Context: an optimization exercise on an open-source flow, tuned for small area. The choices shown serve that exercise and are no tape-out recipe.
In this exercise RTL edits were held to simulation tests only and were not proved equivalent to the original.
No activity file was given, so power comes from the tool's default toggle rates. No driver is modelled on the clock port, so clocking that relies on it looks cheaper here than on a real chip.

// rv32i_core
module rv32i_core #(
    parameter logic [31:0] RESET_PC = '0
) (
    input  logic             clk,
    input  logic             rst,
    output logic [31:0]      imem_addr,
    input  logic [31:0]      imem_data,
    output logic             wb_valid,
    output logic [4:0]       wb_rd,
    output logic [31:0]      wb_data
);
Size: about 1,600 cells after synthesis, ~1,100 flip-flops.
export LEC_CHECK = 0
export ABC_AREA = 1
export CAP_MARGIN = 20
export CORE_MARGIN = 2
export CORE_UTILIZATION = 50
export PLACE_DENSITY = 0.65
export SLEW_MARGIN = 20
create_clock -name core_clock -period 8.5 [get_ports {clk}]
standard.sh (not shown) runs the stock make flow with config.mk's settings and CLKGATE_MAP_FILE= SYNTH_SCRIPT=/design/flow/synth_recipe.tcl, a recipe that flattens the netlist after the stock synthesis.
==> flow/flow/run.sh <==
#!/bin/bash
# Standard layout with three changes:
#  - ABC maps for area only (map -a) instead of the buffering/sizing area script;
#    registers are mapped before ABC runs, so they are the standard synthesis's
#  - CTS builds large sink clusters of clkbuf_16 and adds no dummy loads
#  - ports are buffered with buf_1
set -euo pipefail
cp -r "$FLOW_HOME/scripts" ./myscripts
printf 'strash\ndch\nmap -a\nstrash\ndch\nmap -a\ntopo\n' > ./myscripts/abc_area.script
export CTS_ARGS="-sink_clustering_enable -repair_clock_nets -dont_use_dummy_load -sink_clustering_size 32 -sink_clustering_max_diameter 100 -buf_list {sky130_fd_sc_hd__clkbuf_16}"
export BUFFER_PORTS_ARGS="-buffer_cell sky130_fd_sc_hd__buf_1"
bash standard.sh finish SCRIPTS_DIR="$PWD/myscripts" > standard.log 2>&1
The first run finished clean.
Change:
--- a/flow/flow/run.sh
+++ b/flow/flow/run.sh
@@ -9,3 +9,3 @@
 printf 'strash\ndch\nmap -a\nstrash\ndch\nmap -a\ntopo\n' > ./myscripts/abc_area.script
-export CTS_ARGS="-sink_clustering_enable -repair_clock_nets -dont_use_dummy_load -sink_clustering_size 32 -sink_clustering_max_diameter 100 -buf_list {sky130_fd_sc_hd__clkbuf_16}"
+export CTS_ARGS="-sink_clustering_enable -repair_clock_nets -dont_use_dummy_load -sink_clustering_size 28 -sink_clustering_max_diameter 100 -buf_list {sky130_fd_sc_hd__clkbuf_16}"
 export BUFFER_PORTS_ARGS="-buffer_cell sky130_fd_sc_hd__buf_1"
--- a/flow/config.mk
+++ b/flow/config.mk
@@ -10,4 +10,4 @@
 export CORE_MARGIN = 2
-export CORE_UTILIZATION = 50
-export PLACE_DENSITY = 0.65
+export CORE_UTILIZATION = 65
+export PLACE_DENSITY = 0.75
 export SLEW_MARGIN = 20
What happened: Hold slack got worse by 30 ps; critical path depth drops by 1; final area hardly moves; die area drops by 23%; setup slack improved by 58 ps; clock power climbs by about 8%; cell count drops by 5.9%; power climbs by 2.3%; clock-buffer cell count climbs by 5; fmax climbs by 0.75%; clock skew climbs by 11 ps.
Change:
--- a/flow/flow/run.sh
+++ b/flow/flow/run.sh
@@ -8,4 +8,4 @@
 cp -r "$FLOW_HOME/scripts" ./myscripts
-printf 'strash\ndch\nmap -a\nstrash\ndch\nmap -a\ntopo\n' > ./myscripts/abc_area.script
-export CTS_ARGS="-sink_clustering_enable -repair_clock_nets -dont_use_dummy_load -sink_clustering_size 28 -sink_clustering_max_diameter 100 -buf_list {sky130_fd_sc_hd__clkbuf_16}"
+printf 'strash\ndch\nmap -a\nmfs2\nstrash\ndch\nmap -a\ntopo\n' > ./myscripts/abc_area.script
+export CTS_ARGS="-sink_clustering_enable -repair_clock_nets -dont_use_dummy_load -sink_clustering_size 32 -sink_clustering_max_diameter 100 -buf_list {sky130_fd_sc_hd__clkbuf_16}"
 export BUFFER_PORTS_ARGS="-buffer_cell sky130_fd_sc_hd__buf_1"
--- a/flow/config.mk
+++ b/flow/config.mk
@@ -10,4 +10,4 @@
 export CORE_MARGIN = 2
-export CORE_UTILIZATION = 65
-export PLACE_DENSITY = 0.75
+export CORE_UTILIZATION = 50
+export PLACE_DENSITY = 0.65
 export SLEW_MARGIN = 20
The new run went through all stages and came out clean.
Utilization shrinks by 16 points.
Hold slack gets better by 52 ps.
First-iteration DRC count grows by 3.0%.
Power shrinks by 2.7%.
Final cell count grows by 5.8%.
Synthesized area is about the same.
Global-route usage shrinks by 7.2 points.
Routed wire length shrinks by 13%.
Setup slack gets worse by 8.5 ps.
Sequential share of layout area barely changes.

## what the ideal ports hide
Ports are ideal in the flow. The routed layouts listed here were re-timed in OpenROAD.
Step 1, drivers: a clkbuf_16 drives clk and a buf_2 each remaining input, both assumed.
Step 2 times the ports against the registers' clock, not the clock port: input delays grow and output delays shrink by t, the midpoint of the rising clock arrivals with the driver on.
a / b / c = ideal / step 1 / step 2; a / b = the first two.
run	t (ns)	slack for setup (ns)	worst setup path at the end	slew at the worst register clock pin (ns)	worst slew at a driven data input, ns
the first run	0.621	0.684 / 0.710 / 0.090	input to register	0.12 / 0.12	0.04
the second run	0.611	0.742 / 0.768 / 0.157	input to register	0.11 / 0.11	0.09
the third run	0.625	0.734 / 0.760 / 0.134	input to register	0.11 / 0.11	0.06
After both steps every run listed still meets setup and hold. The setup slack of the third run, which loses most, moves by +0.026 ns with the drivers and by -0.600 ns with both steps.
